Source: an optimization exercise on an open RTL-to-GDS flow (aim: small area, a short achievable clock period and few clock cycles per item). Production flows keep margins and buffers that such runs may drop.
RTL that was checked went through simulation tests only; none was proved equivalent to the original.
Power and IR drop assume default switching activity.

Setup of run 1:
// gc_trigger_policy_unit
module gc_trigger_policy_unit
#(
  parameter int TOTAL_WIDTH   = gtp_pkg::TOTAL_WIDTH_DEF,
  parameter int COUNTER_WIDTH = gtp_pkg::COUNTER_WIDTH_DEF,
  parameter int PEAK_CAP      = gtp_pkg::PEAK_CAP_DEF
) (
  input  logic                  clk,
  input  logic                  rst_n,
  input  logic                  cfg_we,
  input  logic [gtp_pkg::SPP_W-1:0]      cfg_wdata,
  input  logic                  in_valid,
  output logic                  in_ready,
  input  logic [gtp_pkg::CMD_W-1:0]      in_cmd,
  input  logic [gtp_pkg::TOTAL_IN_W-1:0] in_allocated_total,
  input  logic [gtp_pkg::SLOT_W-1:0]     in_swept_slots,
  input  logic [gtp_pkg::PAGE_W-1:0]     in_empty_pages,
  input  logic [gtp_pkg::SLOT_W-1:0]     in_final_slots,
  input  logic [gtp_pkg::OBJ_W-1:0]      in_old_objects,
  input  logic [gtp_pkg::OBJ_W-1:0]      in_old_limit,
  input  logic [gtp_pkg::OBJ_W-1:0]      in_shady_objects,
  input  logic [gtp_pkg::OBJ_W-1:0]      in_shady_limit,
  input  logic                  in_became_major,
  output logic                  out_valid,
  input  logic                  out_ready,
  output logic [gtp_pkg::ACT_W-1:0]      out_action,
  output logic                  out_enabled,
  output logic [gtp_pkg::CNT_OUT_W-1:0]  out_major_tally,
  output logic [gtp_pkg::CNT_OUT_W-1:0]  out_minor_tally,
  output logic [gtp_pkg::CNT_OUT_W-1:0]  out_sweep_tally,
  output logic [gtp_pkg::CNT_OUT_W-1:0]  out_total_count
);
Size: about 6600 cells after synthesis.
clock: 10.0 ns
lec_check: 0
cap_margin: 20
core_margin: 2
core_utilization: 40
cts_buf_list: sky130_fd_sc_hd__clkbuf_16
cts_cluster_diameter: 80
cts_cluster_size: 30
slew_margin: 20
standard.sh (not shown) runs the stock make flow with config.mk's settings and CLKGATE_MAP_FILE= SYNTH_SCRIPT=/design/flow/synth_recipe.tcl, a recipe that flattens the netlist after the stock synthesis.
==> flow/flow/run.sh <==
#!/bin/bash
# The standard layout (the standard flow's synthesis, clock and constraints), with two
# changes to how it is built: the port buffers are the small, fast buf_1
# (every port still gets one), and timing repair aims 6.5 ns below the clock
# period instead of at it.
set -euo pipefail
bash standard.sh SETUP_SLACK_MARGIN=6.5 "BUFFER_PORTS_ARGS=-buffer_cell sky130_fd_sc_hd__buf_1" finish > standard.log 2>&1
Input-level comparison between run 2 and run 1:
--- a/flow/design.v
+++ b/flow/design.v
@@ -51,25 +51,25 @@
   input  logic [gtp_pkg::OBJ_W-1:0]      in_shady_objects,
   input  logic [gtp_pkg::OBJ_W-1:0]      in_shady_limit,
   input  logic                  in_became_major,
   output logic                  out_valid,
   input  logic                  out_ready,
   output logic [gtp_pkg::ACT_W-1:0]      out_action,
   output logic                  out_enabled,
   output logic [gtp_pkg::CNT_OUT_W-1:0]  out_major_tally,
   output logic [gtp_pkg::CNT_OUT_W-1:0]  out_minor_tally,
   output logic [gtp_pkg::CNT_OUT_W-1:0]  out_sweep_tally,
   output logic [gtp_pkg::CNT_OUT_W-1:0]  out_total_count
 );
-  localparam int QD = 6;      
+  localparam int QD = 7;      
   logic       in_ready_r;
   logic [2:0] cnt_r;           
   logic       acc, load, pop;
   logic       out_valid_r;
   logic       q_ne;
   assign acc  = in_valid & in_ready_r;
   assign load = out_ready | ~out_valid_r;    
   assign pop  = load & q_ne;
   logic [2:0] cnt_nxt;
   assign cnt_nxt = cnt_r + {2'b00, acc} - {2'b00, pop};
   always_ff @(posedge clk) begin
     if (!rst_n) begin
@@ -80,49 +80,47 @@
       in_ready_r <= cnt_nxt < 3'(QD);
     end
   end
   assign in_ready = in_ready_r;
   logic        rst_q;           
   logic        i_v;
   logic [2:0]  i_cmd;
   logic [47:0] i_total;
   logic [31:0] i_swept, i_fin;
   logic [19:0] i_pages;
   logic [31:0] i_oobj, i_olim, i_sobj, i_slim;
   logic        i_became;
-  logic        w1_we, w2_we;
-  logic [15:0] w1_wd, w2_wd;
+  logic        w1_we;
+  logic [15:0] w1_wd;
   always_ff @(posedge clk) begin
     rst_q    <= ~rst_n;
     i_v      <= rst_n & acc;
     i_cmd    <= in_cmd;
     i_total  <= in_allocated_total;
     i_swept  <= in_swept_slots;
     i_fin    <= in_final_slots;
     i_pages  <= in_empty_pages;
     i_oobj   <= in_old_objects;
     i_olim   <= in_old_limit;
     i_sobj   <= in_shady_objects;
     i_slim   <= in_shady_limit;
     i_became <= in_became_major;
     w1_we    <= cfg_we & rst_n;
     w1_wd    <= cfg_wdata;
-    w2_we    <= w1_we;
-    w2_wd    <= w1_wd;
   end
   logic [7:0]  a_bo, a_bt, a_bn;
   logic        a_b8;
   logic [7:0]  w_bo, w_bt, w_bn;
   logic [17:0] w_y;
-  assign w_y = {1'b0, w2_wd, 1'b0};      
+  assign w_y = {1'b0, w1_wd, 1'b0};      
   always_comb begin
     for (int k = 0; k < 8; k++) begin
       w_bn[k] = w_y[2*k+2] & ~(w_y[2*k+1] & w_y[2*k]);
       w_bo[k] = w_y[2*k+1] ^ w_y[2*k];
       w_bt[k] = (w_y[2*k+2] & ~w_y[2*k+1] & ~w_y[2*k]) | (~w_y[2*k+2] & w_y[2*k+1] & w_y[2*k]);
     end
   end
   localparam logic [24:0] BOOTH_RST = 25'h00a1e00;
   logic        armed_r, pending_r;
   logic [47:0] prev_r, start_r;
   logic a_s, a_m, a_w, a_r, a_o, a_c;
   assign a_s = i_v & (i_cmd == gtp_pkg::CMD_GC_START);
@@ -130,25 +128,25 @@
   assign a_w = i_v & (i_cmd == gtp_pkg::CMD_SWEEP_END);
   assign a_r = i_v & (i_cmd == gtp_pkg::CMD_RUN);
   assign a_o = i_v & (i_cmd == gtp_pkg::CMD_MINOR_OUT);
   assign a_c = i_v & (i_cmd == gtp_pkg::CMD_CLEAR);
   always_ff @(posedge clk) begin
     if (rst_q) begin
       {a_b8, a_bn, a_bt, a_bo} <= BOOTH_RST;
       armed_r   <= 1'b0;
       pending_r <= 1'b0;
       prev_r    <= '0;
       start_r   <= '0;
     end else begin
-      if (w2_we) {a_b8, a_bn, a_bt, a_bo} <= {w2_wd[15], w_bn, w_bt, w_bo};
+      if (w1_we) {a_b8, a_bn, a_bt, a_bo} <= {w1_wd[15], w_bn, w_bt, w_bo};
       if (a_r) armed_r <= 1'b1;
       if (armed_r && a_m) pending_r <= 1'b1;
       if (armed_r && a_w) pending_r <= 1'b0;
       if (armed_r && a_s) start_r <= i_total;
       if (a_r) prev_r <= i_total;
     end
   end
   logic [47:0] a_d;
   assign a_d = i_total - prev_r;
   logic [47:0] a_row0, a_row1, a_row2;
   wire mt1 = (((a_bo[0] & i_pages[10]) | (a_bt[0] & i_pages[9])) ^ a_bn[0]) ^ (((a_bo[1] & i_pages[8]) | (a_bt[1] & i_pages[7])) ^ a_bn[1]);
   wire mt2 = (((a_bo[0] & i_pages[10]) | (a_bt[0] & i_pages[9])) ^ a_bn[0]) & (((a_bo[1] & i_pages[8]) | (a_bt[1] & i_pages[7])) ^ a_bn[1]);
## What came out
All of run 1 and run 2 finish clean. On initial core utilization, run 1 tracks run 2 almost exactly. Highest routing layer actually used = met4: run 2; highest routing layer actually used = met5: run 1. Measured against each other, run 1 and run 2 differ in met3 capacity usage during global routing, the higher figure coming from run 2. Run 2: multi-input logic area is 0.64% lower than what run 1 reported. The power reported for run 2 is smaller than that of run 1 by 5.3%. Switching part of the total of run 1 is on par with run 2. Cmp run 1 and run 2 / met1 demand-to-capacity share in global routing / lower: run 2. Final core area utilization: run 2 lower than run 1. Per the comparison of run 2 with run 1, floorplan die area about even; layout inverter count without the clock tree up 0.48%.
Testbench counts of run 2, summed over its fixed seeds: cycles 9,648, items 9,600.
Function not checked in run 1: the RTL went through the layout flow alone.

-- afterwards: timing with drivers on the ports --
No port has a modelled driver above. Below, the same layouts with a new extraction and two added sets of constraints. Step 1, drivers: a clkbuf_16 drives clk and a buf_2 each remaining input, both assumed. Step 2, shift: input delay + t, output delay - t, t = (earliest + latest rising clock arrival at the registers) / 2. This alone moves slack from input paths to output paths. Slacks: no drivers / after step 1 / after step 2; pairs: no drivers / after step 1.
run	t, ns	setup slack, ns	worst setup path after step 2
run 1	0.784	6.439 / 6.428 / 5.912	input to register
run 2	0.786	6.509 / 6.449 / 6.031	input to register
After both steps setup and hold are still met in every run listed. For run 1, which loses most, drivers alone change the setup slack by -0.011 ns; drivers and shift together by -0.527 ns.
